Context: an optimization exercise on an open-source flow, tuned for a short achievable clock period and few clock cycles. The choices shown serve that exercise and are no tape-out recipe. At most, simulation tests tie the RTL to the original design; equivalence was not proved. Function not checked in runs 2 and 4: the RTL went through the layout flow alone. Power and IR drop assume default switching activity.

<file path="design/flow/design.v">
package rv_pkg;
    localparam int XLEN       = 32;
    localparam int REG_ADDR_W = 5;
    typedef struct packed {
        logic valid; logic [XLEN-1:0] pc; logic we;
        logic [REG_ADDR_W-1:0] rd; logic [XLEN-1:0] data;
    } wb_trace_t;
endpackage
`timescale 1ns/1ns
module rv_core #(
    parameter logic [31:0] RESET_PC = '0
) (
    input  logic              clk_i,
    input  logic              rst_i,
    output logic [31:0]       imem_addr_o,
    input  logic [31:0]       imem_data_i,
    output logic [31:0]       dmem_addr_o,
    output logic [31:0]       dmem_wdata_o,
    output logic              dmem_we_o,
    input  logic [31:0]       dmem_rdata_i,
    output rv_pkg::wb_trace_t trace_o
);
    localparam logic [6:0] OP_OP     = 7'b0110011;
    localparam logic [6:0] OP_OPIMM  = 7'b0010011;
    localparam logic [6:0] OP_LUI    = 7'b0110111;
    localparam logic [6:0] OP_BRANCH = 7'b1100011;
    localparam logic [6:0] OP_JAL    = 7'b1101111;
    localparam logic [6:0] OP_LOAD   = 7'b0000011;
    localparam logic [6:0] OP_STORE  = 7'b0100011;
    logic [31:0] pc_q;
    logic [63:0] bp_v_q;
    logic [1:0]  bp_c_q [64];
    logic        bu_v_q;
    logic [5:0]  bu_idx_q;
    logic [1:0]  bu_c_q;
    logic        d_v_q;
    logic [31:0] d_pc_q;
    logic [31:0] d_ins_q;
    logic        d_pred_q;
    logic [31:0] d_alt_q;
    logic        e_v_q;
    logic [31:0] e_pc_q;
    logic        e_we_q;
    logic [4:0]  e_rd_q;
    logic [31:0] e_a_q;
    logic [31:0] e_b_q;
    logic        e_fa_q;
    logic        e_fb_q;
    logic        e_sub_q;
    logic        e_s_add_q, e_s_and_q, e_s_or_q, e_s_xor_q;
    logic        e_s_sll_q, e_s_sr_q, e_s_slt_q, e_s_sltu_q, e_s_ld_q;
    logic        e_sra_q;
    logic        e_br_q;
    logic        e_k_q;
    logic        e_back_q;
    logic        e_bne_q;
    logic [31:0] e_alt_q;
    logic [31:0] maddr_q;
    logic        mwe_q;
    logic        w_v_q;
    logic [31:0] w_pc_q;
    logic        w_we_q;
    logic [4:0]  w_rd_q;
    logic [31:0] w_data_q;
    logic [31:0] rf_q [1:31];
    logic [31:0] f_ins;
    logic        f_jal;
    logic        f_br;
    logic [31:0] f_imm;
    logic [31:0] f_tgt;
    logic [31:0] f_pc4;
    logic [5:0]  f_idx;
    logic        f_dir;
    logic        f_pred;
    assign f_ins = imem_data_i;
    assign f_jal = (f_ins[6:0] == OP_JAL);
    assign f_br  = (f_ins[6:0] == OP_BRANCH);
    assign f_imm = f_ins[3] ? {{12{f_ins[31]}}, f_ins[19:12], f_ins[20], f_ins[30:21], 1'b0}
                            : {{20{f_ins[31]}}, f_ins[7], f_ins[30:25], f_ins[11:8], 1'b0};
    assign f_tgt  = pc_q + f_imm;
    assign f_pc4  = pc_q + 32'd4;
    assign f_idx  = pc_q[7:2];
    assign f_dir  = bp_v_q[f_idx] ? bp_c_q[f_idx][1] : f_ins[31];
    assign f_pred = f_jal || (f_br && f_dir);
    logic [6:0]  d_op;
    logic [4:0]  d_rd, d_rs1, d_rs2;
    logic [2:0]  d_f3;
    logic        d_alt7;
    logic        d_isop, d_isopimm, d_islui, d_isbr, d_isjal, d_isld, d_isst;
    logic        d_writes, d_rdnz, d_use1, d_use2;
    logic [31:0] d_immi, d_imms, d_immu, d_immb;
    logic [31:0] d_r1, d_r2;
    logic [31:0] d_a, d_b;
    logic        d_stall;
    logic        mispredict;
    assign d_op   = d_ins_q[6:0];
    assign d_rd   = d_ins_q[11:7];
    assign d_f3   = d_ins_q[14:12];
    assign d_rs1  = d_ins_q[19:15];
    assign d_rs2  = d_ins_q[24:20];
    assign d_alt7 = d_ins_q[30];
    assign d_isop    = (d_op == OP_OP);
    assign d_isopimm = (d_op == OP_OPIMM);
    assign d_islui   = (d_op == OP_LUI);
    assign d_isbr    = (d_op == OP_BRANCH);
    assign d_isjal   = (d_op == OP_JAL);
    assign d_isld    = (d_op == OP_LOAD);
    assign d_isst    = (d_op == OP_STORE);
    assign d_writes  = d_isop || d_isopimm || d_islui || d_isjal || d_isld;
    assign d_rdnz    = (d_rd != 5'd0);
    assign d_use1    = d_isop || d_isopimm || d_isbr || d_isst || d_isld;
    assign d_use2    = d_isop || d_isbr || d_isst;
    assign d_immi = {{20{d_ins_q[31]}}, d_ins_q[31:20]};
    assign d_imms = {{20{d_ins_q[31]}}, d_ins_q[31:25], d_ins_q[11:7]};
    assign d_immu = {d_ins_q[31:12], 12'b0};
    assign d_immb = {{20{d_ins_q[31]}}, d_ins_q[7], d_ins_q[30:25], d_ins_q[11:8], 1'b0};
    always_comb begin
        if (w_we_q && w_rd_q == d_rs1) d_r1 = w_data_q;
        else if (d_rs1 == 5'd0)        d_r1 = '0;
        else                           d_r1 = rf_q[d_rs1];
        if (w_we_q && w_rd_q == d_rs2) d_r2 = w_data_q;
        else if (d_rs2 == 5'd0)        d_r2 = '0;
        else                           d_r2 = rf_q[d_rs2];
    end
    assign d_a = d_isjal ? d_alt_q : (d_islui ? '0 : d_r1);
    assign d_b = (d_isopimm || d_isld) ? d_immi :
                 d_islui ? d_immu :
                 d_isjal ? '0 : d_r2;
    assign d_stall = d_v_q && (d_isld || d_isst) && e_we_q && (e_rd_q == d_rs1) &&
                     (d_rs1 != 5'd0);
    logic [31:0] x_a, x_b, x_bi;
    logic [32:0] x_sum;
    logic        x_lt, x_ltu;
    logic [31:0] x_sll, x_sr;
    logic [31:0] x_res;
    logic        x_eq;
    assign x_a  = e_fa_q ? w_data_q : e_a_q;
    assign x_b  = e_fb_q ? w_data_q : e_b_q;
    assign x_bi = x_b ^ {32{e_sub_q}};
    assign x_sum = {1'b0, x_a} + {1'b0, x_bi} + {32'd0, e_sub_q};
    assign x_ltu = !x_sum[32];
    assign x_lt  = (x_a[31] != x_b[31]) ? x_a[31] : x_sum[31];
    assign x_sll = x_a << x_b[4:0];
    assign x_sr  = 32'($signed({e_sra_q && x_a[31], x_a}) >>> x_b[4:0]);
    assign x_res = ({32{e_s_add_q}}  & x_sum[31:0]) |
                   ({32{e_s_and_q}}  & (x_a & x_b)) |
                   ({32{e_s_or_q}}   & (x_a | x_b)) |
                   ({32{e_s_xor_q}}  & (x_a ^ x_b)) |
                   ({32{e_s_sll_q}}  & x_sll) |
                   ({32{e_s_sr_q}}   & x_sr) |
                   ({31'd0, e_s_slt_q  & x_lt}) |
                   ({31'd0, e_s_sltu_q & x_ltu}) |
                   ({32{e_s_ld_q}}   & dmem_rdata_i);
    assign x_eq       = (x_a == x_b);
    assign mispredict = e_br_q && (x_eq ^ e_k_q);
    assign imem_addr_o  = pc_q;
    assign dmem_addr_o  = maddr_q;
    assign dmem_we_o    = mwe_q;
    assign dmem_wdata_o = x_b;
    assign trace_o.valid = w_v_q;
    assign trace_o.pc    = w_pc_q;
    assign trace_o.we    = w_we_q;
    assign trace_o.rd    = w_rd_q;
    assign trace_o.data  = w_data_q;
    always_ff @(posedge clk_i) begin
        if (rst_i) begin
            pc_q <= RESET_PC;
            d_v_q <= 1'b0;
        end else if (mispredict) begin
            pc_q <= e_alt_q;
            d_v_q <= 1'b0;
        end else if (!d_stall) begin
            pc_q     <= f_pred ? f_tgt : f_pc4;
            d_v_q    <= 1'b1;
            d_pc_q   <= pc_q;
            d_ins_q  <= f_ins;
            d_pred_q <= f_pred;
            d_alt_q  <= f_pred ? f_pc4 : f_tgt;
        end
    end
    always_ff @(posedge clk_i) begin
        if (rst_i) begin
            e_v_q   <= 1'b0;
            e_we_q  <= 1'b0;
            e_br_q  <= 1'b0;
            mwe_q   <= 1'b0;
            maddr_q <= '0;
        end else begin
            e_v_q  <= d_v_q && !mispredict && !d_stall;
            e_we_q <= d_v_q && !mispredict && !d_stall && d_writes;
            e_br_q <= d_v_q && !mispredict && !d_stall && d_isbr && (d_immb != 32'd4);
            mwe_q  <= d_v_q && !mispredict && !d_stall && d_isst;
            if (d_v_q && !mispredict && !d_stall && (d_isld || d_isst))
                maddr_q <= d_r1 + (d_isst ? d_imms : d_immi);
        end
    end
    always_ff @(posedge clk_i) begin
        e_pc_q     <= d_pc_q;
        e_rd_q     <= d_rd;
        e_a_q      <= d_a;
        e_b_q      <= d_b;
        e_fa_q     <= d_use1 && e_we_q && (e_rd_q == d_rs1);
        e_fb_q     <= d_use2 && e_we_q && (e_rd_q == d_rs2);
        e_sub_q    <= (d_isop && d_f3 == 3'b000 && d_alt7) || d_isbr ||
                      ((d_isop || d_isopimm) && (d_f3 == 3'b010 || d_f3 == 3'b011));
        e_s_add_q  <= d_rdnz && (d_islui || d_isjal ||
                                 ((d_isop || d_isopimm) && d_f3 == 3'b000));
        e_s_and_q  <= d_rdnz && (d_isop || d_isopimm) && d_f3 == 3'b111;
        e_s_or_q   <= d_rdnz && (d_isop || d_isopimm) && d_f3 == 3'b110;
        e_s_xor_q  <= d_rdnz && (d_isop || d_isopimm) && d_f3 == 3'b100;
        e_s_sll_q  <= d_rdnz && (d_isop || d_isopimm) && d_f3 == 3'b001;
        e_s_sr_q   <= d_rdnz && (d_isop || d_isopimm) && d_f3 == 3'b101;
        e_s_slt_q  <= d_rdnz && (d_isop || d_isopimm) && d_f3 == 3'b010;
        e_s_sltu_q <= d_rdnz && (d_isop || d_isopimm) && d_f3 == 3'b011;
        e_s_ld_q   <= d_rdnz && d_isld;
        e_sra_q    <= d_alt7;
        e_k_q      <= d_f3[0] ^ d_pred_q;
        e_back_q   <= d_ins_q[31];
        e_bne_q    <= d_f3[0];
        e_alt_q    <= d_alt_q;
    end
    always_ff @(posedge clk_i) begin
        if (rst_i) begin
            w_v_q  <= 1'b0;
            w_we_q <= 1'b0;
        end else begin
            w_v_q  <= e_v_q;
            w_we_q <= e_we_q;
        end
        w_pc_q   <= e_pc_q;
        w_rd_q   <= e_rd_q;
        w_data_q <= x_res;
    end
    always_ff @(posedge clk_i) begin
        if (w_we_q && w_rd_q != 5'd0)
            rf_q[w_rd_q] <= w_data_q;
    end
    always_ff @(posedge clk_i) begin
        logic [1:0] cur;
        if (rst_i) begin
            bu_v_q <= 1'b0;
            bp_v_q <= '0;
        end else begin
            bu_v_q <= e_br_q;
            if (bu_v_q) begin
                bp_v_q[bu_idx_q] <= 1'b1;
                bp_c_q[bu_idx_q] <= bu_c_q;
            end
        end
        bu_idx_q <= e_pc_q[7:2];
        if (bu_v_q && bu_idx_q == e_pc_q[7:2])
            cur = bu_c_q;
        else if (bp_v_q[e_pc_q[7:2]])
            cur = bp_c_q[e_pc_q[7:2]];
        else
            cur = {e_back_q, !e_back_q};
        if (x_eq ^ e_bne_q)
            bu_c_q <= (cur == 2'b11) ? cur : cur + 2'd1;
        else
            bu_c_q <= (cur == 2'b00) ? cur : cur - 2'd1;
    end
endmodule
`timescale 1ns/1ns
module rv_top (
    input  logic        clk,
    input  logic        rst,
    output logic [31:0] imem_addr,
    input  logic [31:0] imem_data,
    output logic [31:0] dmem_addr,
    output logic [31:0] dmem_wdata,
    output logic        dmem_we,
    input  logic [31:0] dmem_rdata,
    output logic        trace_valid,
    output logic [31:0] trace_pc,
    output logic        trace_we,
    output logic [4:0]  trace_rd,
    output logic [31:0] trace_data
);
    rv_pkg::wb_trace_t trace;
    rv_core #(.RESET_PC('0)) core_i (
        .clk_i(clk), .rst_i(rst), .imem_addr_o(imem_addr), .imem_data_i(imem_data),
        .dmem_addr_o(dmem_addr), .dmem_wdata_o(dmem_wdata), .dmem_we_o(dmem_we),
        .dmem_rdata_i(dmem_rdata), .trace_o(trace)
    );
    assign trace_valid = trace.valid;
    assign trace_pc    = trace.pc;
    assign trace_we    = trace.we;
    assign trace_rd    = trace.rd;
    assign trace_data  = trace.data;
endmodule
</file>
<file path="design/flow/run.sh">
#!/bin/bash
# synth_recipe.tcl (not shown) runs the flow's synth.tcl, then flattens the netlist and writes it again
# the make line also repeats each setting of config.mk as NAME=value (left out here)
make -C /OpenROAD-flow-scripts/flow DESIGN_CONFIG=/design/flow/config.mk WORK_HOME=/design/flow/orfs CLKGATE_MAP_FILE= SYNTH_SCRIPT=/design/flow/synth_recipe.tcl finish
</file>
<file path="design/flow/config.mk">
export PLATFORM = sky130hd
export DESIGN_NAME = rv_top
export DESIGN_NICKNAME = rv_top
export VERILOG_FILES = /design/flow/design.v
export SDC_FILE = /design/flow/constraint.sdc
export NUM_CORES = 4
export LEC_CHECK = 0
export CAP_MARGIN = 20
export CORE_MARGIN = 2
export CORE_UTILIZATION = 40
export SLEW_MARGIN = 20
</file>
<file path="design/flow/constraint.sdc">
create_clock -name core_clock -period 7.0 [get_ports {clk}]
set_input_delay 1.4000 -clock core_clock [delete_from_list [all_inputs] [get_ports {clk}]]
set_output_delay 1.4000 -clock core_clock [all_outputs]
set_load 0.01 [all_outputs]
</file>
==> results by group, run 1 <==
Placement
  – GPL Wtd Cong: 0.975
  – Placed Area: 85100 um^2
  – HPWL after DPL: 175000 um
  – Dpl cells: 8262
  – Port bufs: 233

STA
  – Final Setup Violations: 0
  – Worst Tran Pin Value: 1.23 ns
  – Max Freq: 164 MHz
  – Final worst-path cycle share: 86.9%
  – Clock skew: 0.0411 ns
  – Max Slew Vio Count: 0
  – Hold Fails Final Rpt: 0
  – RSZ-0062 raised after global routing: no
  – Final min period: 6.08 ns
  – TNS Setup: 0 ns
  – Slew HR: 16.9%

Global route
  – First-pass GRT wire length: 383000 um
  – GR Overflow Total: 0
  – Overall routing resource usage: 26.2%
  – Vias in the first global route: 52400
  – Antenna violations before repair: 15
  – Largest net degree at the start of global routing: 104

Route
  – DRC Markers: 0
  – DRT antenna net count: 0
  – Routed WL: 269000 um
  – DRT iter0 DRCs: 6801
  – DR vias: 53100
  – Routed len/inst: 31.4 um
  – Pre-Repair DR Iteration Count: 7
  – Post-DR vias/cell: 6.20

Clocking
  – Post-CTS setup buffer count: 0
  – Post-CTS Hold Buffers: 0
  – Num CTS Buffers: 165
  – Clock Tree Root: clkbuf_16
  – CTS tree: done
  – Clock buffer depth: 3
  – Clock-pin slew on the worst setup and hold paths: 0.07 ns
  – Htree depth: 4
  – Later-pin clock latency in the skew report: 0.83 ns
  – Clock Sinks: 1587
  – PostCTS Resize Cnt: 0

Yosys
  – Most used flip-flop cell after synthesis: edfxtp_1
  – Ys async rst share: 0%
  – Avg Cell Area, Syn: 14.1 um^2
  – Synthesis-stage register bit count: 1587
  – Number of flops mapped to enable cells by yosys: 1216
  – Cells after synthesis: 5615
  – Ys Warns: 1
  – Synth Cell Area: 79200 um^2
  – Synth unique cells: 87
  – Net Count, Synth: 5846
  – Sequential share of the synthesized area: 55.5%

Finish
  – Non-Filler Instances: 8565
  – FILL cells: 17200
  – Final instance area: 90700 um^2
  – Synth-to-layout area growth: 14.5%
  – Layout Utilization: 46.0%
  – Nets: 6020
  – Layout cell share with drive strength beyond 1: 20.5%

Setup path
  – WS Path Type: reg2reg
  – Cells along the critical path: buf_12 -> mux4_2 -> mux4_2 -> a21oi_1 -> o21ai_0 -> ha_1 -> a21o_1 -> a21o_1 -> a21oi_1 -> o31ai_1 -> or2_2 -> o21ai_0 -> a21oi_1 -> nor4_1 -> mux2i_1 -> o21ai_0
  – Max incr delay on CP: 0.81 ns
  – Startpoint class of the critical path: flop
  – Critical Path AT: 6.79 ns
  – Slowest-stage cell, CP: dfxtp_4
  – Critical Path Fanout Max: 53
  – CP Data Required Time: 7.71 ns
  – Crit. End Element: flop

Floorplanning
  – DIE WIDTH: 449 um
  – Die ar.: 202000 um^2
  – Core outline area: 197000 um^2
  – Ports: 234
  – Initial Utilization: 40.2%
  – Die H: 449 um
  – Rows: 163

Power and ir drop
  – Sw Ratio: 27.9%
  – Flop pwr share: 43.9%
  – Comb power frac: 17.9%
  – VDD IR max: 0.253 mV
  – Clock power share: 38.2%
  – Lkg Pwr: 31.6 nW
  – Net Switching: 6.68 mW
  – Internal cell power: 17.2 mW
  – Power Density: 264 nW/um^2

Status
  – Status: timing/DRC/antenna clean

Flow run
  – Maxcap violations: 0

Hold path
  – HP Class: reg2reg
## flip-flops by register name (all words and copies together), names as in the netlist, 31 cells and up, named ones only
signal,count
core_i.pc_q,32
core_i.bp_c_q,128
core_i.d_pc_q,31
core_i.rf_q,992
core_i.d_ins_q,32
core_i.e_alt_q,31
core_i.maddr_q,32
core_i.e_pc_q,32
core_i.bp_v_q,64
core_i.e_b_q,32
core_i.d_alt_q,32
core_i.e_a_q,32
core_i.w_data_q,32
## metal layers
| metal | share of wire (%) | track usage (%) | up-vias | routed length [um] |
|---|---|---|---|---|
| met5 | 0.013 | 0 | - | 36 |
| met4 | 5.1 | 12.1 | 4 | 13800 |
| li1 | - | - | 22500 | - |
| met1 | 39 | 35.2 | 27200 | 106000 |
| met3 | 9.7 | 5.60 | 543 | 26000 |
| met2 | 46 | 40.9 | 2894 | 124000 |
## layout by cell type, fill, tap and decap left out, types with 146 or more instances in the layout
cell / instances
edfxtp_1: 1216
mux4_2: 662
nor2_1: 416
nand2_1: 395
dfxtp_1: 355
a21oi_1: 340
o21ai_0: 251
mux2i_1: 246
clkdlybuf4s50_1: 232
clkbuf_16: 172
ha_1: 162
inv_1: 146
## worst max-delay path: cells and delay by family, from the launching register on
kind / cells / cell delay (ns)
AO/OA/AOI/OAI: 9 / 2.14
adder cells (fa/ha/maj): 1 / 0.47
buffers and inverters: 1 / 0.43
flip-flops: 1 / 0.81
multiplexers: 3 / 1.34
AND/OR/NAND/NOR: 2 / 0.64
## path summary, 6_finish.rpt
kind / from / to / slack, ns / cells past startpoint
setup / recovery: flop / core_i.maddr_q[31]$_SDFFE_PP0P_ / 0.92 / 16
setup reg to reg: flop / core_i.maddr_q[31]$_SDFFE_PP0P_ / 0.92 / 16
hold / removal: core_i.e_pc_q[21]$_DFF_P_ / core_i.w_pc_q[21]$_DFF_P_ / 0.32 / 0
hold reg to reg: core_i.e_pc_q[21]$_DFF_P_ / core_i.w_pc_q[21]$_DFF_P_ / 0.32 / 0
## per-stage QoR
step                setup slack [ns]  hold slack, ns  power, mW
floorplan                     0.0443           0.310       13.4
finish                         0.918           0.324       23.9
detailed placement              1.01           0.312       14.9
global route                   0.588           0.329       24.7
global placement                1.03           0.310       14.9
CTS                            0.956           0.324       23.9
## power by group through the flow
stage / combinational, mW / clock (mW) / sequential, mW
after floorplan: 2.81 / 0 / 10.5
after global placement: 4.18 / 0 / 10.7
after detailed placement: 4.18 / 0 / 10.7
after CTS: 4.20 / 9.22 / 10.5
after global routing: 4.54 / 9.61 / 10.5
final: 4.29 / 9.12 / 10.5
## final cells by class
class,count,area [um^2],share of cell area [%]
well taps,2640,3300,3.64
repair buffers,394,3800,4.19
inverters,149,559,0.617
flip-flops and latches,1587,44000,48.5
clock inverters,97,1080,1.19
diodes,1,2.50,0.00276
clock buffers,205,4510,4.97
multi-input cells,3492,33500,36.9
## synth_stat cells, drive strengths merged (8+ instances only)
cell type	instances	area share [%]
a211o	8	0.088
a211oi	72	0.70
a21o	46	0.44
a21oi	340	2.1
a221o	9	0.11
a221oi	41	0.45
a22o	21	0.23
a22oi	20	0.19
a2bb2oi	9	0.10
a31oi	32	0.25
and2	17	0.13
and3	43	0.34
and4	8	0.088
buf	137	0.82
clkbuf	250	1.2
dfxtp	371	9.4
edfxtp	1216	46
ha	162	2.6
inv	147	0.70
mux2	43	0.61
mux2i	251	3.2
mux4	662	19
nand2	396	1.9
nand2b	26	0.21
nand3	77	0.49
nand3b	12	0.11
nand4	22	0.17
nor2	452	2.1
nor2b	15	0.12
nor3	44	0.28
nor4	20	0.17
o2111ai	12	0.13
o211ai	39	0.37
o21a	19	0.18
o21ai	253	1.6
o21bai	23	0.22
o221ai	12	0.13
o22ai	8	0.063
o311ai	10	0.11
o31ai	9	0.10
o41ai	8	0.12
or3	15	0.12
xnor2	102	1.1
xor2	55	0.61
## kinds of logic (layout without fill, tap and decap cells)
logic type	after synthesis	count (layout)	share of synthesized area, %
AOI/OAI and AO/OA	1037	1037	8.26
buffers and inverters	536	845	2.71
other	0	1	0
xor gates and xnor gates	157	157	1.74
muxes	956	956	22.6
and+or+nand+nor	1175	1175	6.55
DFF	1587	1587	55.5
adders and majority gates	167	167	2.66
Testbench counts, summed over its fixed seeds: cycles 43,277.
==> run 2: changes to the inputs <==
--- a/design/flow/design.v
+++ b/design/flow/design.v
@@ -7,6 +7,33 @@
     } wb_trace_t;
 endpackage
 `timescale 1ns/1ns
+module rv_add32 (
+    input  logic [31:0] a_i,
+    input  logic [31:0] b_i,
+    input  logic        c_i,
+    output logic [31:0] s_o,
+    output logic        c_o
+);
+    logic [31:0] g [6];
+    logic [31:0] p [6];
+    assign p[0] = a_i ^ b_i;
+    assign g[0] = (a_i & b_i) | {31'd0, p[0][0] & c_i};
+    for (genvar l = 1; l < 6; l++) begin : g_lvl
+        localparam int D = 1 << (l - 1);
+        for (genvar i = 0; i < 32; i++) begin : g_bit
+            if (i >= D) begin : g_op
+                assign g[l][i] = g[l-1][i] | (p[l-1][i] & g[l-1][i-D]);
+                assign p[l][i] = p[l-1][i] & p[l-1][i-D];
+            end else begin : g_pass
+                assign g[l][i] = g[l-1][i];
+                assign p[l][i] = p[l-1][i];
+            end
+        end
+    end
+    assign s_o = p[0] ^ {g[5][30:0], c_i};
+    assign c_o = g[5][31];
+endmodule
+`timescale 1ns/1ns
 module rv_core #(
     parameter logic [31:0] RESET_PC = '0
 ) (
@@ -38,14 +65,16 @@
     logic [31:0] d_ins_q;
     logic        d_pred_q;
     logic [31:0] d_alt_q;
+    logic [31:0] d_r1_q;
+    logic [31:0] d_r2_q;
+    logic        d_byp1_q;    
+    logic        d_byp2_q;
     logic        e_v_q;
     logic [31:0] e_pc_q;
     logic        e_we_q;
     logic [4:0]  e_rd_q;
     logic [31:0] e_a_q;
     logic [31:0] e_b_q;
-    logic        e_fa_q;
-    logic        e_fb_q;
     logic        e_sub_q;
     logic        e_s_add_q, e_s_and_q, e_s_or_q, e_s_xor_q;
     logic        e_s_sll_q, e_s_sr_q, e_s_slt_q, e_s_sltu_q, e_s_ld_q;
@@ -77,11 +106,27 @@
     assign f_br  = (f_ins[6:0] == OP_BRANCH);
     assign f_imm = f_ins[3] ? {{12{f_ins[31]}}, f_ins[19:12], f_ins[20], f_ins[30:21], 1'b0}
                             : {{20{f_ins[31]}}, f_ins[7], f_ins[30:25], f_ins[11:8], 1'b0};
-    assign f_tgt  = pc_q + f_imm;
+    rv_add32 f_tgt_add (.a_i(pc_q), .b_i(f_imm), .c_i(1'b0), .s_o(f_tgt), .c_o());
     assign f_pc4  = pc_q + 32'd4;
     assign f_idx  = pc_q[7:2];
-    assign f_dir  = bp_v_q[f_idx] ? bp_c_q[f_idx][1] : f_ins[31];
+    logic f_brz;
+    logic d_addi, d_zero;
+    assign f_brz  = d_addi && (f_ins[24:20] == 5'd0) && (f_ins[19:15] == d_ins_q[11:7]);
+    assign f_dir  = f_brz ? (d_zero ^ f_ins[12]) :
+                    bp_v_q[f_idx] ? bp_c_q[f_idx][1] : f_ins[31];
     assign f_pred = f_jal || (f_br && f_dir);
+    logic [4:0]  f_rs1, f_rs2;
+    logic [31:0] f_r1, f_r2;
+    assign f_rs1 = f_ins[19:15];
+    assign f_rs2 = f_ins[24:20];
+    always_comb begin
+        if (w_we_q && w_rd_q == f_rs1) f_r1 = w_data_q;
+        else if (f_rs1 == 5'd0)        f_r1 = '0;
+        else                           f_r1 = rf_q[f_rs1];
+        if (w_we_q && w_rd_q == f_rs2) f_r2 = w_data_q;
+        else if (f_rs2 == 5'd0)        f_r2 = '0;
+        else                           f_r2 = rf_q[f_rs2];
+    end
     logic [6:0]  d_op;
     logic [4:0]  d_rd, d_rs1, d_rs2;
     logic [2:0]  d_f3;
@@ -114,18 +159,24 @@
     assign d_imms = {{20{d_ins_q[31]}}, d_ins_q[31:25], d_ins_q[11:7]};
     assign d_immu = {d_ins_q[31:12], 12'b0};
     assign d_immb = {{20{d_ins_q[31]}}, d_ins_q[7], d_ins_q[30:25], d_ins_q[11:8], 1'b0};
-    always_comb begin
-        if (w_we_q && w_rd_q == d_rs1) d_r1 = w_data_q;
-        else if (d_rs1 == 5'd0)        d_r1 = '0;
-        else                           d_r1 = rf_q[d_rs1];
-        if (w_we_q && w_rd_q == d_rs2) d_r2 = w_data_q;
-        else if (d_rs2 == 5'd0)        d_r2 = '0;
-        else                           d_r2 = rf_q[d_rs2];
-    end
+    assign d_r1 = d_byp1_q ? w_data_q : d_r1_q;
+    assign d_r2 = d_byp2_q ? w_data_q : d_r2_q;
+    logic d_fa, d_fb;
+    assign d_fa = d_use1 && e_we_q && (e_rd_q == d_rs1);
+    assign d_fb = d_use2 && e_we_q && (e_rd_q == d_rs2);
     assign d_a = d_isjal ? d_alt_q : (d_islui ? '0 : d_r1);
     assign d_b = (d_isopimm || d_isld) ? d_immi :
                  d_islui ? d_immu :
                  d_isjal ? '0 : d_r2;
+    logic [31:0] d_zx, d_zo;
+    assign d_zx   = d_r1_q ^ d_immi;
+    assign d_zo   = d_r1_q | d_immi;
+    assign d_zero = (d_zx == {d_zo[30:0], 1'b0});
+    assign d_addi = d_v_q && d_isopimm && (d_f3 == 3'b000) && d_rdnz &&
+                    !(e_we_q && (e_rd_q == d_rs1) && (d_rs1 != 5'd0));
+    logic [31:0] d_agu;
+    rv_add32 d_agu_add (.a_i(d_r1), .b_i(d_isst ? d_imms : d_immi), .c_i(1'b0),
+                        .s_o(d_agu), .c_o());
     assign d_stall = d_v_q && (d_isld || d_isst) && e_we_q && (e_rd_q == d_rs1) &&
                      (d_rs1 != 5'd0);
     logic [31:0] x_a, x_b, x_bi;
@@ -134,10 +185,10 @@
     logic [31:0] x_sll, x_sr;
     logic [31:0] x_res;
     logic        x_eq;
-    assign x_a  = e_fa_q ? w_data_q : e_a_q;
-    assign x_b  = e_fb_q ? w_data_q : e_b_q;
+    assign x_a  = e_a_q;
+    assign x_b  = e_b_q;
     assign x_bi = x_b ^ {32{e_sub_q}};
-    assign x_sum = {1'b0, x_a} + {1'b0, x_bi} + {32'd0, e_sub_q};
+    rv_add32 x_add (.a_i(x_a), .b_i(x_bi), .c_i(e_sub_q), .s_o(x_sum[31:0]), .c_o(x_sum[32]));
     assign x_ltu = !x_sum[32];
     assign x_lt  = (x_a[31] != x_b[31]) ? x_a[31] : x_sum[31];
     assign x_sll = x_a << x_b[4:0];
@@ -164,18 +215,31 @@
     assign trace_o.data  = w_data_q;
     always_ff @(posedge clk_i) begin
         if (rst_i) begin
-            pc_q <= RESET_PC;
+            pc_q  <= RESET_PC;
             d_v_q <= 1'b0;
         end else if (mispredict) begin
-            pc_q <= e_alt_q;
+            pc_q  <= e_alt_q;
             d_v_q <= 1'b0;
         end else if (!d_stall) begin
-            pc_q     <= f_pred ? f_tgt : f_pc4;
-            d_v_q    <= 1'b1;
+            pc_q  <= f_pred ? f_tgt : f_pc4;
+            d_v_q <= 1'b1;
+        end
+    end
+    always_ff @(posedge clk_i) begin
+        if (!d_stall) begin
             d_pc_q   <= pc_q;
             d_ins_q  <= f_ins;
             d_pred_q <= f_pred;
             d_alt_q  <= f_pred ? f_pc4 : f_tgt;
+            d_r1_q   <= f_r1;
+            d_r2_q   <= f_r2;
+            d_byp1_q <= e_we_q && (e_rd_q == f_rs1);
+            d_byp2_q <= e_we_q && (e_rd_q == f_rs2);
+        end else begin
+            d_r1_q   <= d_r1;
+            d_r2_q   <= d_r2;
+            d_byp1_q <= e_we_q && (e_rd_q == d_rs1);
+            d_byp2_q <= e_we_q && (e_rd_q == d_rs2);
         end
     end
     always_ff @(posedge clk_i) begin
@@ -190,17 +254,15 @@
             e_we_q <= d_v_q && !mispredict && !d_stall && d_writes;
             e_br_q <= d_v_q && !mispredict && !d_stall && d_isbr && (d_immb != 32'd4);
             mwe_q  <= d_v_q && !mispredict && !d_stall && d_isst;
-            if (d_v_q && !mispredict && !d_stall && (d_isld || d_isst))
-                maddr_q <= d_r1 + (d_isst ? d_imms : d_immi);
+            if (d_v_q && !d_stall && (d_isld || d_isst))
+                maddr_q <= d_agu;
         end
     end
     always_ff @(posedge clk_i) begin
         e_pc_q     <= d_pc_q;
         e_rd_q     <= d_rd;
-        e_a_q      <= d_a;
-        e_b_q      <= d_b;
-        e_fa_q     <= d_use1 && e_we_q && (e_rd_q == d_rs1);
-        e_fb_q     <= d_use2 && e_we_q && (e_rd_q == d_rs2);
+        e_a_q      <= d_fa ? x_res : d_a;
+        e_b_q      <= d_fb ? x_res : d_b;
         e_sub_q    <= (d_isop && d_f3 == 3'b000 && d_alt7) || d_isbr ||
                       ((d_isop || d_isopimm) && (d_f3 == 3'b010 || d_f3 == 3'b011));
         e_s_add_q  <= d_rdnz && (d_islui || d_isjal ||
--- a/design/flow/config.mk
+++ b/design/flow/config.mk
@@ -5,7 +5,9 @@
 export SDC_FILE = /design/flow/constraint.sdc
 export NUM_CORES = 4
 export LEC_CHECK = 0
+export ABC_CLOCK_PERIOD_IN_PS = 3000
 export CAP_MARGIN = 20
 export CORE_MARGIN = 2
 export CORE_UTILIZATION = 40
+export SETUP_SLACK_MARGIN = 3.5
 export SLEW_MARGIN = 20
==> run 2 against run 1 <==
  * Utilization grew 2.0 points
  * Via count grew 8.3%
  * Fmax grew 56%
  * Global-route usage grew 0.77 points
  * Critical path type unchanged
==> results by group, run 2 <==
Finish
  – Largest register FFs: 992
  – Most common cell after layout, fill and taps aside: edfxtp_1
  – Synth-to-layout area growth: 19.4%
  – Layout cell share with drive strength beyond 1: 27.3%
  – Nets: 6545
  – Final instance area: 98200 um^2
  – Leading cell types in the layout, fill and taps excluded: edfxtp_1 (1216), mux4_2 (634), dfxtp_1 (367), nor2_1 (360), a21oi_1 (341)
  – Largest regs: core_i.rf_q: 992 flops, core_i.bp_c_q: 128 flops, core_i.bp_v_q: 64 flops
  – FILL cells: 17400
  – Register area: 45100 um^2
  – Largest Register: core_i.rf_q
  – Area of the multi-input gates: 37000 um^2

Yosys
  – Synth area leaders: edfxtp_1 (44%), mux4_2 (17%), dfxtp_1 (10%), ha_1 (3.1%), mux2i_1 (2.7%)
  – Avg Cell Area, Syn: 13.9 um^2
  – Net Count, Synth: 6181
  – Synth unique cells: 89
  – Number of flops mapped to enable cells by yosys: 1216
  – Most used flip-flop cell after synthesis: edfxtp_1
  – Synth Cell Area: 82200 um^2
  – Post-synth top area cell: edfxtp_1
  – Ys async rst share: 0%
  – Sequential share of the synthesized area: 54.8%
  – Yosys top cell area share: 44.4%
  – Synthesis-stage register bit count: 1641
  – Most numerous cell in the Yosys netlist: edfxtp_1
  – Most frequent cells after synthesis: edfxtp_1 (1216), mux4_2 (634), dfxtp_1 (425)
  – Ys Warns: 4
  – Cells after synthesis: 5911

Clocking
  – Clock-pin slew on the worst setup and hold paths: 0.06 ns
  – Clock Tree Root: clkbuf_16
  – Later-pin clock latency in the skew report: 0.84 ns
  – Num CTS Buffers: 173
  – Htree depth: 4
  – Post-CTS Hold Buffers: 0
  – CTS tree: done
  – Clock buffer depth: 3
  – Clock Sinks: 1641

STA
  – TNS Setup: 0 ns
  – Worst Tran Pin Value: 1.15 ns
  – Post-route setup slack: 3.10 ns
  – Max Freq: 256 MHz
  – Final Setup Violations: 0
  – Final Hold Slack: 0.290 ns
  – Final min period: 3.90 ns
  – Slew HR: 22.6%
  – RSZ-0062 raised after global routing: yes
  – Max Slew Vio Count: 0
  – Hold Fails Final Rpt: 0
  – Final worst-path cycle share: 55.7%
  – Clock skew: 0.0514 ns

Power and ir drop
  – Tot Pwr: 23.8 mW
  – Power Density: 242 nW/um^2
  – Lkg Pwr: 34.3 nW
  – VDD IR max: 0.264 mV

Route
  – DRC Markers: 0
  – Routed len/inst: 31.8 um
  – DRT iter0 DRCs: 7674
  – DR vias: 57500
  – Pre-Repair DR Iteration Count: 7
  – Post-DR vias/cell: 6.31
  – Routed WL: 290000 um
  – DRT antenna net count: 0

Global route
  – Grt met3 use: 6.16%
  – Overall routing resource usage: 27.0%
  – Busiest grt layer: met2
  – Antenna violations before repair: 13
  – Grt met2 use: 41.7%
  – GR Layer Usage met1: 36.2%
  – Largest net degree at the start of global routing: 164
  – First-pass GRT wire length: 410000 um
  – Vias in the first global route: 56100
  – GR Overflow Total: 0

Status
  – Status: timing/DRC/antenna clean

Floorplanning
  – DIE WIDTH: 457 um
  – Die H: 457 um
  – Core outline area: 205000 um^2
  – Ports: 234
  – Die ar.: 209000 um^2
  – Initial Utilization: 40.2%
  – Rows: 166

Setup path
  – Cells along the critical path: buf_12 -> clkinvlp_4 -> buf_12 -> buf_16 -> ha_4 -> xnor2_2 -> nor4_2 -> nand4_1 -> or4_4 -> a311oi_2 -> a21o_2 -> o211ai_4 -> buf_6 -> nor2_4 -> buf_12 -> nand2_2 -> a311oi_2
  – Buffers & Inverters on Critical Path: 6
  – Max incr delay on CP: 0.48 ns
  – Startpoint class of the critical path: flop
  – Crit. End Element: flop
  – CP Data Required Time: 7.70 ns
  – Critical Path Most Common Cell: buf_12
  – Critical Path Fanout Max: 7
  – Top delay family on crit path: simple AND/OR/NAND/NOR gates
  – Slowest-stage cell, CP: or4_4
  – WS Path Type: reg2reg
  – Critical Path AT: 4.60 ns

Placement
  – Pre-CTS setup slack: 1.51 ns
  – GPL Wtd Cong: 0.973
  – Placed Area: 88300 um^2
  – HPWL after DPL: 184000 um
  – Port bufs: 233

Hold path
  – HP Class: reg2reg

Flow run
  – Maxcap violations: 0
[run 2: layout make-up]
type / count / area share (%)
Sequential cell: 1641 / 46.0
Multi-Input combinational cell: 3685 / 37.6
Timing Repair Buffer: 590 / 6.51
Clock buffer: 220 / 4.71
Tap cell: 2688 / 3.42
Clock inverter: 103 / 1.02
Inverter: 182 / 0.721
Timing Repair inverter: 2 / 0.0153
Antenna cell: 3 / 0.00764
[run 2: path summary, 6_finish.rpt]
check	depth (start not counted)	to	start	slack, ns
max	17	core_i.pc_q[1]$_SDFFE_PP0P_	core_i.d_ins_q[31]$_DFFE_PN_	3.10
min	0	core_i.w_pc_q[23]$_DFF_P_	core_i.e_pc_q[23]$_DFF_P_	0.29
min reg2reg	0	core_i.w_pc_q[23]$_DFF_P_	core_i.e_pc_q[23]$_DFF_P_	0.29
max reg2reg	17	core_i.pc_q[1]$_SDFFE_PP0P_	core_i.d_ins_q[31]$_DFFE_PN_	3.10
[run 2: worst register-to-register path, delay by kind of cell (launching register included)]
family          cells  cell delay (ns)
buf+inv             6             0.90
fa+ha+maj           1             0.22
compound gates      4             0.92
xor+xnor            1             0.13
simple gates        5             1.21
flops               1             0.39
[run 2: timing repair]
| action | 4_1_cts | 5_1_grt |
|---|---|---|
| pin swaps | 114 | 81 |
| buffers inserted | 119 | 29 |
| gates resized for setup | 407 | 188 |
| cloned | 24 | 5 |
| endpoints found under the setup margin | 290 | 180 |
[run 2: metal layers]
metal / up-vias / routed length (um) / share of wire (%)
met4: 6 / 14800 / 5.1
li1: 24100 / - / -
met5: - / 49 / 0.017
met2: 3262 / 132000 / 46
met1: 29600 / 113000 / 39
met3: 594 / 29500 / 10
[run 2: metrics by stage]
stage,utilization (%),instances
final,48.0,9114
after global routing,48.0,9113
after CTS,47.4,9075
after detailed placement,43.2,8609
after global placement,43.1,8606
after floorplan,-,5911
[run 2: power by group]
| part | internal, mW | leakage (nW) | switching, mW |
|---|---|---|---|
| registers | 10.6 | 14.9 | 0.301 |
| logic | 1.60 | 16.7 | 2.09 |
| clock network | 5.16 | 2.73 | 4.02 |
| total | 17.3 | 34.3 | 6.41 |
[run 2: logic make-up (layout without fill, tap and decap cells)]
kind of cell,Yosys count,count (layout),synth area share [%]
adders and majority gates,205,205,3.15
other,0,3,0
buffers and inverters,591,1097,2.85
AOI/OAI and AO/OA,1194,1197,9.38
and+or+nand+nor,1104,1107,6.09
xor gates and xnor gates,220,220,2.34
DFF,1641,1641,54.8
muxes,956,956,21.4
==> run 3: changes to the inputs <==
--- a/design/flow/design.v
+++ b/design/flow/design.v
@@ -67,6 +67,7 @@
     logic [31:0] d_alt_q;
     logic [31:0] d_r1_q;
     logic [31:0] d_r2_q;
+    logic [31:0] d_nimm_q;    
     logic        d_byp1_q;    
     logic        d_byp2_q;
     logic        e_v_q;
@@ -76,6 +77,8 @@
     logic [31:0] e_a_q;
     logic [31:0] e_b_q;
     logic        e_sub_q;
+    logic [31:0] e_bn_q;      
+    logic        d_sub;
     logic        e_s_add_q, e_s_and_q, e_s_or_q, e_s_xor_q;
     logic        e_s_sll_q, e_s_sr_q, e_s_slt_q, e_s_sltu_q, e_s_ld_q;
     logic        e_sra_q;
@@ -91,6 +94,8 @@
     logic        w_we_q;
     logic [4:0]  w_rd_q;
     logic [31:0] w_data_q;
+    logic [31:0] t_data_q;    
+    logic [31:0] st_data_q;   
     logic [31:0] rf_q [1:31];
     logic [31:0] f_ins;
     logic        f_jal;
@@ -164,14 +169,13 @@
     logic d_fa, d_fb;
     assign d_fa = d_use1 && e_we_q && (e_rd_q == d_rs1);
     assign d_fb = d_use2 && e_we_q && (e_rd_q == d_rs2);
+    assign d_sub = (d_isop && d_f3 == 3'b000 && d_alt7) || d_isbr ||
+                   ((d_isop || d_isopimm) && (d_f3 == 3'b010 || d_f3 == 3'b011));
     assign d_a = d_isjal ? d_alt_q : (d_islui ? '0 : d_r1);
     assign d_b = (d_isopimm || d_isld) ? d_immi :
                  d_islui ? d_immu :
                  d_isjal ? '0 : d_r2;
-    logic [31:0] d_zx, d_zo;
-    assign d_zx   = d_r1_q ^ d_immi;
-    assign d_zo   = d_r1_q | d_immi;
-    assign d_zero = (d_zx == {d_zo[30:0], 1'b0});
+    assign d_zero = (d_r1_q == d_nimm_q);
     assign d_addi = d_v_q && d_isopimm && (d_f3 == 3'b000) && d_rdnz &&
                     !(e_we_q && (e_rd_q == d_rs1) && (d_rs1 != 5'd0));
     logic [31:0] d_agu;
@@ -187,7 +191,7 @@
     logic        x_eq;
     assign x_a  = e_a_q;
     assign x_b  = e_b_q;
-    assign x_bi = x_b ^ {32{e_sub_q}};
+    assign x_bi = e_bn_q;
     rv_add32 x_add (.a_i(x_a), .b_i(x_bi), .c_i(e_sub_q), .s_o(x_sum[31:0]), .c_o(x_sum[32]));
     assign x_ltu = !x_sum[32];
     assign x_lt  = (x_a[31] != x_b[31]) ? x_a[31] : x_sum[31];
@@ -207,12 +211,12 @@
     assign imem_addr_o  = pc_q;
     assign dmem_addr_o  = maddr_q;
     assign dmem_we_o    = mwe_q;
-    assign dmem_wdata_o = x_b;
+    assign dmem_wdata_o = st_data_q;
     assign trace_o.valid = w_v_q;
     assign trace_o.pc    = w_pc_q;
     assign trace_o.we    = w_we_q;
     assign trace_o.rd    = w_rd_q;
-    assign trace_o.data  = w_data_q;
+    assign trace_o.data  = t_data_q;
     always_ff @(posedge clk_i) begin
         if (rst_i) begin
             pc_q  <= RESET_PC;
@@ -233,6 +237,7 @@
             d_alt_q  <= f_pred ? f_pc4 : f_tgt;
             d_r1_q   <= f_r1;
             d_r2_q   <= f_r2;
+            d_nimm_q <= 32'd0 - {{20{f_ins[31]}}, f_ins[31:20]};
             d_byp1_q <= e_we_q && (e_rd_q == f_rs1);
             d_byp2_q <= e_we_q && (e_rd_q == f_rs2);
         end else begin
@@ -263,8 +268,10 @@
         e_rd_q     <= d_rd;
         e_a_q      <= d_fa ? x_res : d_a;
         e_b_q      <= d_fb ? x_res : d_b;
-        e_sub_q    <= (d_isop && d_f3 == 3'b000 && d_alt7) || d_isbr ||
-                      ((d_isop || d_isopimm) && (d_f3 == 3'b010 || d_f3 == 3'b011));
+        e_bn_q     <= d_fb ? (x_res ^ {32{d_sub}}) : (d_b ^ {32{d_sub}});
+        if (d_isst && !d_stall)
+            st_data_q <= d_fb ? x_res : d_r2;
+        e_sub_q    <= d_sub;
         e_s_add_q  <= d_rdnz && (d_islui || d_isjal ||
                                  ((d_isop || d_isopimm) && d_f3 == 3'b000));
         e_s_and_q  <= d_rdnz && (d_isop || d_isopimm) && d_f3 == 3'b111;
@@ -292,6 +299,8 @@
         w_pc_q   <= e_pc_q;
         w_rd_q   <= e_rd_q;
         w_data_q <= x_res;
+        if (e_v_q)
+            t_data_q <= x_res;
     end
     always_ff @(posedge clk_i) begin
         if (w_we_q && w_rd_q != 5'd0)
==> run 3 against run 2 <==
  * Register-to-register slack improved by 0.13 ns
  * Sequential cell count grew 108
  * Highest routed layer unchanged
  * Utilization fell by 0.38 points
  * Largest cell class unchanged
  * Area after synthesis rose by 4.8%
==> results by group, run 3 <==
STA
  – Final min period: 3.77 ns
  – Final worst-path cycle share: 53.9%
  – Max Freq: 265 MHz
  – Clock skew: 0.0504 ns
  – Worst Tran Pin Value: 1.21 ns
  – RSZ-0062 raised after global routing: yes
  – Post-route setup slack: 3.23 ns
  – Max Slew Vio Count: 0
  – Final Setup Violations: 0
  – Slew HR: 19.5%
  – TNS Setup: 0 ns
  – Hold Fails Final Rpt: 0

Placement
  – GPL Wtd Cong: 0.968
  – Placed Area: 92300 um^2
  – Pre-CTS setup slack: 1.49 ns
  – HPWL after DPL: 201000 um
  – Port bufs: 233
  – Dpl cells: 9137

Setup path
  – Crit. End Element: flop
  – Critical Path Fanout Max: 4
  – Startpoint class of the critical path: flop
  – Critical Path AT: 4.47 ns
  – CP Data Required Time: 7.70 ns
  – WS Path Type: reg2reg

Floorplanning
  – Die ar.: 219000 um^2
  – Ports: 234
  – Die H: 468 um
  – Rows: 170
  – Initial Utilization: 40.2%
  – DIE WIDTH: 468 um
  – Core outline area: 214000 um^2

Finish
  – Synth-to-layout area growth: 18.5%
  – Nets: 6862
  – Largest Register: core_i.rf_q
  – Largest regs: core_i.rf_q: 992 flops, core_i.bp_c_q: 128 flops, core_i.bp_v_q: 64 flops
  – Leading cell types in the layout, fill and taps excluded: edfxtp_1 (1292), mux4_2 (568), a21oi_1 (402), dfxtp_1 (398), nor2_1 (380)
  – Final instance area: 102000 um^2
  – Layout cell share with drive strength beyond 1: 24.8%
  – Most common cell after layout, fill and taps aside: edfxtp_1
  – Non-Filler Instances: 9620
  – Largest register FFs: 992

Power and ir drop
  – VDD IR max: 0.281 mV
  – Sw Ratio: 26.3%
  – Lkg Pwr: 35.3 nW
  – Tot Pwr: 25.1 mW
  – Flop pwr share: 46.1%
  – Comb power frac: 14.2%
  – Internal cell power: 18.5 mW
  – Clock power share: 39.6%
  – Net Switching: 6.61 mW
  – Power Density: 246 nW/um^2

Route
  – Routed WL: 311000 um
  – DR vias: 61500
  – DRT antenna net count: 0
  – DRT iter0 DRCs: 7985
  – Pre-Repair DR Iteration Count: 8
  – DRC Markers: 0
  – Post-DR vias/cell: 6.40
  – Routed len/inst: 32.3 um

Clocking
  – Clock Tree Root: clkbuf_16
  – Num CTS Buffers: 181
  – Clock-pin slew on the worst setup and hold paths: 0.06 ns
  – Later-pin clock latency in the skew report: 0.85 ns
  – Clock Sinks: 1749
  – Htree depth: 4
  – CTS tree: done
  – Clock buffer depth: 3

Global route
  – Largest net degree at the start of global routing: 126
  – Overall routing resource usage: 27.5%
  – GR Overflow Total: 0
  – Antenna violations before repair: 14
  – First-pass GRT wire length: 435000 um
  – Vias in the first global route: 59000

Status
  – Status: timing/DRC/antenna clean

Yosys
  – Sequential share of the synthesized area: 55.6%
  – Synth area leaders: edfxtp_1 (45%), mux4_2 (15%), dfxtp_1 (11%), mux2i_1 (4.1%), a21oi_1 (2.5%)
  – Post-synth top area cell: edfxtp_1
  – Most frequent cells after synthesis: edfxtp_1 (1292), mux4_2 (568), dfxtp_1 (457)
  – Ys async rst share: 0%
  – Most numerous cell in the Yosys netlist: edfxtp_1
  – Ys Warns: 4
  – Net Count, Synth: 6570
  – Avg Cell Area, Syn: 13.6 um^2
  – Synth Cell Area: 86200 um^2
  – Synth unique cells: 80
  – Cells after synthesis: 6336
  – Number of flops mapped to enable cells by yosys: 1292
  – Yosys top cell area share: 45.0%
  – Synthesis-stage register bit count: 1749
  – Most used flip-flop cell after synthesis: edfxtp_1

Flow run
  – Maxcap violations: 0

Hold path
  – HP Class: reg2reg
run 3: stage by stage:
step / hold WS (ns) / utilization (%)
after CTS: 0.326 / 46.8
after global routing: 0.327 / 47.6
after global placement: 0.310 / 43.1
final: 0.325 / 47.6
after floorplan: 0.310 / -
after detailed placement: 0.312 / 43.1
run 3: worst max-delay path, cell delays in order, from the launching register on:
cell       delay (ns)
edfxtp_1         0.41
nand4bb_4        0.23
nor3_4           0.21
nand2_4          0.10
mux2_4           0.35
ha_4             0.18
fa_2             0.38
a211oi_4         0.26
o21ai_2          0.12
a21oi_2          0.18
o211ai_1         0.16
a41o_1           0.32
o31ai_4          0.28
nor2b_4          0.19
mux2i_1          0.17
a21oi_1          0.08
run 3: final timing paths:
kind / depth (start not counted) / slack, ns / to / start
worst min register to register: 0 / 0.32 / core_i.w_pc_q[27]$_DFF_P_ / core_i.e_pc_q[27]$_DFF_P_
worst max-delay path: 15 / 3.23 / core_i.maddr_q[28]$_SDFFE_PP0P_ / core_i.d_ins_q[3]$_DFFE_PN_
worst min-delay path: 0 / 0.32 / core_i.w_pc_q[27]$_DFF_P_ / core_i.e_pc_q[27]$_DFF_P_
worst max register to register: 15 / 3.23 / core_i.maddr_q[28]$_SDFFE_PP0P_ / core_i.d_ins_q[3]$_DFFE_PN_
run 3: layout make-up:
| type | count | area [um^2] |
|---|---|---|
| Timing Repair Buffer | 549 | 5740 |
| Fill cell | 18500 | 112000 |
| Clock buffer | 253 | 5290 |
| Multi-Input combinational cell | 3994 | 38000 |
| Tap cell | 2838 | 3550 |
| Sequential cell | 1749 | 48000 |
| Clock inverter | 78 | 821 |
| Antenna cell | 6 | 15.0 |
| Inverter | 150 | 613 |
| Timing Repair inverter | 3 | 33.8 |
run 3: layer usage:
layer  vias to the layer above  track usage [%]  share of wire [%]
li1                      25700                -                  -
met1                     31700             36.8                 39
met2                      3512             43.7                 47
met3                       693             4.39                8.9
met4                         4             12.9                5.5
met5                         -                0              0.011
run 3: timing repair:
item / in CTS / in global routing
resized for setup: 291 / 260
pin swaps: 53 / 96
gates cloned: 9 / 16
setup buffers: 71 / 50
hold buffers: 0 / 0
endpoints found under the setup margin: 373 / 206
hold endpoints to repair: 0 / 0
run 3: power groups by stage:
stage	Clock, mW	Sequential, mW	Combinational [mW]
detailed placement	0	11.8	3.20
floorplan	0	11.7	2.16
global placement	0	11.8	3.18
finish	9.96	11.6	3.58
global route	10.4	11.6	3.77
CTS	10.0	11.6	3.38
run 3: logic make-up (layout without fill, tap and decap cells):
kind of cell,Yosys count,after routing,share of synthesized area [%]
and+or+nand+nor,1261,1262,6.80
adders and majority gates,169,169,2.49
DFF,1749,1749,55.6
AOI/OAI and AO/OA,1348,1348,10.2
muxes,1033,1033,20.4
other,0,6,0
xor gates and xnor gates,182,182,1.85
buffers and inverters,594,1033,2.66
Testbench counts of run 3, summed over its fixed seeds: cycles 41,097.
==> run 4: changes to the inputs <==
--- a/design/flow/design.v
+++ b/design/flow/design.v
@@ -12,7 +12,9 @@
     input  logic [31:0] b_i,
     input  logic        c_i,
     output logic [31:0] s_o,
-    output logic        c_o
+    output logic        c_o,
+    output logic [31:0] p_o,     
+    output logic [31:0] cy_o     
 );
     logic [31:0] g [6];
     logic [31:0] p [6];
@@ -30,7 +32,9 @@
             end
         end
     end
-    assign s_o = p[0] ^ {g[5][30:0], c_i};
+    assign cy_o = {g[5][30:0], c_i};
+    assign p_o  = p[0];
+    assign s_o  = p[0] ^ cy_o;
     assign c_o = g[5][31];
 endmodule
 `timescale 1ns/1ns
@@ -192,13 +196,14 @@
     assign x_a  = e_a_q;
     assign x_b  = e_b_q;
     assign x_bi = e_bn_q;
-    rv_add32 x_add (.a_i(x_a), .b_i(x_bi), .c_i(e_sub_q), .s_o(x_sum[31:0]), .c_o(x_sum[32]));
+    logic [31:0] x_p, x_cy, x_oth;
+    rv_add32 x_add (.a_i(x_a), .b_i(x_bi), .c_i(e_sub_q), .s_o(x_sum[31:0]), .c_o(x_sum[32]),
+                    .p_o(x_p), .cy_o(x_cy));
     assign x_ltu = !x_sum[32];
     assign x_lt  = (x_a[31] != x_b[31]) ? x_a[31] : x_sum[31];
     assign x_sll = x_a << x_b[4:0];
     assign x_sr  = 32'($signed({e_sra_q && x_a[31], x_a}) >>> x_b[4:0]);
-    assign x_res = ({32{e_s_add_q}}  & x_sum[31:0]) |
-                   ({32{e_s_and_q}}  & (x_a & x_b)) |
+    assign x_oth = ({32{e_s_and_q}}  & (x_a & x_b)) |
                    ({32{e_s_or_q}}   & (x_a | x_b)) |
                    ({32{e_s_xor_q}}  & (x_a ^ x_b)) |
                    ({32{e_s_sll_q}}  & x_sll) |
@@ -206,6 +211,7 @@
                    ({31'd0, e_s_slt_q  & x_lt}) |
                    ({31'd0, e_s_sltu_q & x_ltu}) |
                    ({32{e_s_ld_q}}   & dmem_rdata_i);
+    assign x_res = e_s_add_q ? x_sum[31:0] : x_oth;
     assign x_eq       = (x_a == x_b);
     assign mispredict = e_br_q && (x_eq ^ e_k_q);
     assign imem_addr_o  = pc_q;
@@ -266,9 +272,10 @@
     always_ff @(posedge clk_i) begin
         e_pc_q     <= d_pc_q;
         e_rd_q     <= d_rd;
-        e_a_q      <= d_fa ? x_res : d_a;
-        e_b_q      <= d_fb ? x_res : d_b;
-        e_bn_q     <= d_fb ? (x_res ^ {32{d_sub}}) : (d_b ^ {32{d_sub}});
+        e_a_q      <= (d_fa && e_s_add_q) ? x_sum[31:0] : d_fa ? x_oth : d_a;
+        e_b_q      <= (d_fb && e_s_add_q) ? x_sum[31:0] : d_fb ? x_oth : d_b;
+        e_bn_q     <= (d_fb && e_s_add_q) ? ((x_p ^ {32{d_sub}}) ^ x_cy) :
+                      d_fb ? (x_oth ^ {32{d_sub}}) : (d_b ^ {32{d_sub}});
         if (d_isst && !d_stall)
             st_data_q <= d_fb ? x_res : d_r2;
         e_sub_q    <= d_sub;
==> design/flow/flow/run.sh (new file) <==
#!/bin/bash
# The standard layout, with the resizer allowed to change a cell's drive strength
# (MATCH_CELL_FOOTPRINT=0) after the standard synthesis. Each step's full output
# goes to a log file of its own in this folder.
set -euo pipefail
bash standard.sh synth > synth.log 2>&1
bash standard.sh MATCH_CELL_FOOTPRINT=0 finish > layout.log 2>&1
==> design/flow/standard.sh (new file) <==
#!/bin/bash
# synth_recipe.tcl (not shown) runs the flow's synth.tcl, then flattens the netlist and writes it again
# the make line also repeats each setting of config.mk as NAME=value (left out here)
make -C /OpenROAD-flow-scripts/flow DESIGN_CONFIG=/design/flow/config.mk WORK_HOME=/design/flow/orfs CLKGATE_MAP_FILE= SYNTH_SCRIPT=/design/flow/synth_recipe.tcl "${@:-finish}"
removed: design/flow/run.sh
==> run 4 against run 3 <==
  * Still clean on timing, DRC and antenna
  * Non-clock buffer count is 17 lower
  * Sequential power hardly changed
  * Worst setup slack worse by 0.094 ns
  * Utilization is 0.15 points lower
  * Synthesized cell count is 0.92% lower
==> results by group, run 4 <==
Status
  – Status: timing/DRC/antenna clean

Finish
  – Register area: 48100 um^2
  – Largest Register: core_i.rf_q
  – Most common cell after layout, fill and taps aside: edfxtp_1
  – Largest register FFs: 992
  – Area of the multi-input gates: 37600 um^2
  – Layout cell share with drive strength beyond 1: 25.0%
  – Final instance area: 102000 um^2
  – Nets: 6798
  – Largest regs: core_i.rf_q: 992 flops, core_i.bp_c_q: 128 flops, core_i.bp_v_q: 64 flops
  – Layout Utilization: 47.5%
  – FILL cells: 18600
  – Leading cell types in the layout, fill and taps excluded: edfxtp_1 (1292), mux4_2 (568), nor2_1 (441), dfxtp_1 (391), a21oi_1 (380)
  – Synth-to-layout area growth: 18.3%

Route
  – DRT iter0 DRCs: 8086
  – Pre-Repair DR Iteration Count: 6
  – Routed len/inst: 32.5 um
  – DRC Markers: 0
  – DRT antenna net count: 0
  – DR vias: 61700
  – Post-DR vias/cell: 6.44
  – Routed WL: 311000 um

Yosys
  – Post-synth top area cell: edfxtp_1
  – Ys Warns: 4
  – Most numerous cell in the Yosys netlist: edfxtp_1
  – Most used flip-flop cell after synthesis: edfxtp_1
  – Net Count, Synth: 6513
  – Ys async rst share: 0%
  – Yosys top cell area share: 45.2%
  – Most frequent cells after synthesis: edfxtp_1 (1292), mux4_2 (566), nor2_1 (489)
  – Avg Cell Area, Syn: 13.7 um^2
  – Number of flops mapped to enable cells by yosys: 1292
  – Synth area leaders: edfxtp_1 (45%), mux4_2 (15%), dfxtp_1 (11%), mux2i_1 (3.7%), a21oi_1 (2.4%)
  – Synthesis-stage register bit count: 1749
  – Sequential share of the synthesized area: 55.8%
  – Synth Cell Area: 85900 um^2
  – Synth unique cells: 92
  – Cells after synthesis: 6278

Clocking
  – Post-CTS Hold Buffers: 0
  – CTS tree: done
  – Clock Sinks: 1749
  – Num CTS Buffers: 187
  – Htree depth: 4
  – Clock buffer depth: 3
  – Later-pin clock latency in the skew report: 0.87 ns
  – Clock Tree Root: clkbuf_16
  – Clock-pin slew on the worst setup and hold paths: 0.06 ns

Hold path
  – HP Class: reg2reg

Power and ir drop
  – VDD IR max: 0.233 mV
  – Lkg Pwr: 35.0 nW
  – Power Density: 251 nW/um^2

Placement
  – Port bufs: 233
  – Pre-CTS setup slack: 1.31 ns
  – HPWL after DPL: 197000 um
  – GPL Wtd Cong: 0.966
  – Placed Area: 92100 um^2

STA
  – Final worst-path cycle share: 55.2%
  – Worst Tran Pin Value: 1.20 ns
  – Clock skew: 0.0786 ns
  – Max Freq: 259 MHz
  – Max Slew Vio Count: 0
  – TNS Setup: 0 ns
  – Post-route setup slack: 3.14 ns
  – Final Setup Violations: 0
  – Hold Fails Final Rpt: 0
  – Final Hold Slack: 0.326 ns
  – Slew HR: 17.9%
  – Final min period: 3.86 ns
  – RSZ-0062 raised after global routing: yes

Setup path
  – WS Path Type: reg2reg
  – Slowest-stage cell, CP: edfxtp_1
  – CP Data Required Time: 7.77 ns
  – Buffers & Inverters on Critical Path: 1
  – Cells along the critical path: nor2_2 -> nand3_4 -> nor3_4 -> nand2_4 -> mux2_4 -> ha_4 -> fa_2 -> a21o_1 -> and4_4 -> or3b_4 -> buf_6 -> a31oi_4 -> o21ai_2 -> a21o_1 -> a21oi_2 -> xnor2_2 -> nand2_1 -> a21oi_2
  – Max incr delay on CP: 0.43 ns
  – Critical Path AT: 4.63 ns
  – Top delay family on crit path: simple AND/OR/NAND/NOR gates
  – Startpoint class of the critical path: flop
  – Crit. End Element: flop
  – Critical Path Fanout Max: 3

Global route
  – GR Layer Usage met1: 38.4%
  – GR Overflow Total: 0
  – Largest net degree at the start of global routing: 116
  – Busiest grt layer: met2
  – Antenna violations before repair: 14
  – Grt met3 use: 5.56%
  – Overall routing resource usage: 27.7%
  – Grt met2 use: 42.4%
  – Vias in the first global route: 58700
  – First-pass GRT wire length: 436000 um

Floorplanning
  – Core outline area: 214000 um^2
  – Rows: 170
  – Die ar.: 218000 um^2
  – DIE WIDTH: 467 um
  – Ports: 234
  – Initial Utilization: 40.1%
  – Die H: 467 um

Flow run
  – Maxcap violations: 0
[run 4: cell count changes in the layout (fill, tap and decap cells not counted), moves of 14 or more]
cell | previous run | this run
dlymetal6s2s_1 | 3 | 17
nor3_1 | 93 | 64
mux2_2 | 99 | 116
nor2_1 | 380 | 441
a21oi_1 | 402 | 380
nand2b_1 | 31 | 15
mux2i_1 | 347 | 309
o21ai_1 | 32 | 15
a221oi_1 | 160 | 178
[run 4: final timing paths]
check                              startpoint                               to  slack (ns)  cells past startpoint
setup reg to reg  core_i.d_ins_q[3]$_DFFE_PN_  core_i.maddr_q[20]$_SDFFE_PP0P_        3.14                     18
hold / removal     core_i.d_pc_q[8]$_DFFE_PN_         core_i.e_pc_q[8]$_DFF_P_        0.33                      0
hold reg to reg    core_i.d_pc_q[8]$_DFFE_PN_         core_i.e_pc_q[8]$_DFF_P_        0.33                      0
setup / recovery  core_i.d_ins_q[3]$_DFFE_PN_  core_i.maddr_q[20]$_SDFFE_PP0P_        3.14                     18
[run 4: area by class of cell]
class | count | share of cell area [%]
Sequential cell | 1749 | 47.3
Multi-Input combinational cell | 3946 | 37.0
Tap cell | 2838 | 3.50
Timing Repair Buffer | 532 | 5.30
Antenna cell | 9 | 0.0222
Inverter | 147 | 0.573
Clock inverter | 104 | 1.20
Clock buffer | 247 | 5.05
[run 4: power breakdown]
group	total (mW)	internal (mW)	switching, mW
Combinational	3.68	1.52	2.16
Clock	10.3	5.87	4.38
Sequential	11.6	11.3	0.306
[run 4: cell families (layout without fill, tap and decap cells)]
| group | count (synthesis) | after routing | synth area share (%) |
|---|---|---|---|
| mux | 1013 | 1013 | 20.4 |
| compound gates | 1323 | 1323 | 10.0 |
| buf+inv | 586 | 1030 | 2.68 |
| xor+xnor | 200 | 200 | 2.04 |
| other cells | 0 | 9 | 0 |
| simple gates | 1236 | 1239 | 6.54 |
| flops | 1749 | 1749 | 55.8 |
| fa+ha+maj | 171 | 171 | 2.52 |
[run 4: timing repair]
item / 4_1_cts / 5_1_grt
endpoints found under the setup margin: 375 / 181
resized for setup: 317 / 185
cloned: 8 / 4
setup buffers: 69 / 45
pin swaps: 81 / 93
[run 4: stage by stage]
stage | instances | total power [mW]
floorplan | 6278 | 13.9
CTS | 9512 | 25.4
detailed placement | 9084 | 15.0
global route | 9563 | 26.2
global placement | 9082 | 15.0
finish | 9572 | 25.5
[run 4: routing by layer]
| metal | wire length (um) | vias up |
|---|---|---|
| li1 | - | 25400 |
| met4 | 14400 | 8 |
| met2 | 140000 | 3835 |
| met5 | 67 | - |
| met1 | 123000 | 31700 |
| met3 | 33200 | 685 |

re-timing with driven ports:
The flow's constraints put no driver on any port. The routed layouts listed below were extracted and timed again, unchanged, in two steps. Step 1 (the two cells are an assumption about what drives the block):
set clk [get_ports {clk}]
set_driving_cell -lib_cell sky130_fd_sc_hd__clkbuf_16 $clk
set_driving_cell -lib_cell sky130_fd_sc_hd__buf_2 [delete_from_list [all_inputs] $clk]
Step 2, shift: input delay + t, output delay - t, t = (earliest + latest rising clock arrival at the registers) / 2. This alone moves slack from input paths to output paths. a / b / c = ideal / step 1 / step 2; a / b = the first two.
run	t (ns)	setup WS [ns]	worst hold slack (ns)	worst setup path at the end	cell pins on the clock port's net
run 1	0.901	0.918 / 0.918 / 0.918	0.324 / 0.324 / 0.324	register to register	1
run 2	0.898	3.100 / 3.100 / 2.305	0.290 / 0.290 / 0.290	input to register	1
run 3	0.917	3.230 / 3.231 / 2.406	0.325 / 0.325 / 0.325	input to register	1
run 4	0.932	3.137 / 3.080 / 2.148	0.326 / 0.326 / 0.326	input to register	1
After both steps setup and hold are still met in every run listed. The setup slack of run 4, which loses most, moves by -0.057 ns with the drivers and by -0.989 ns with both steps.
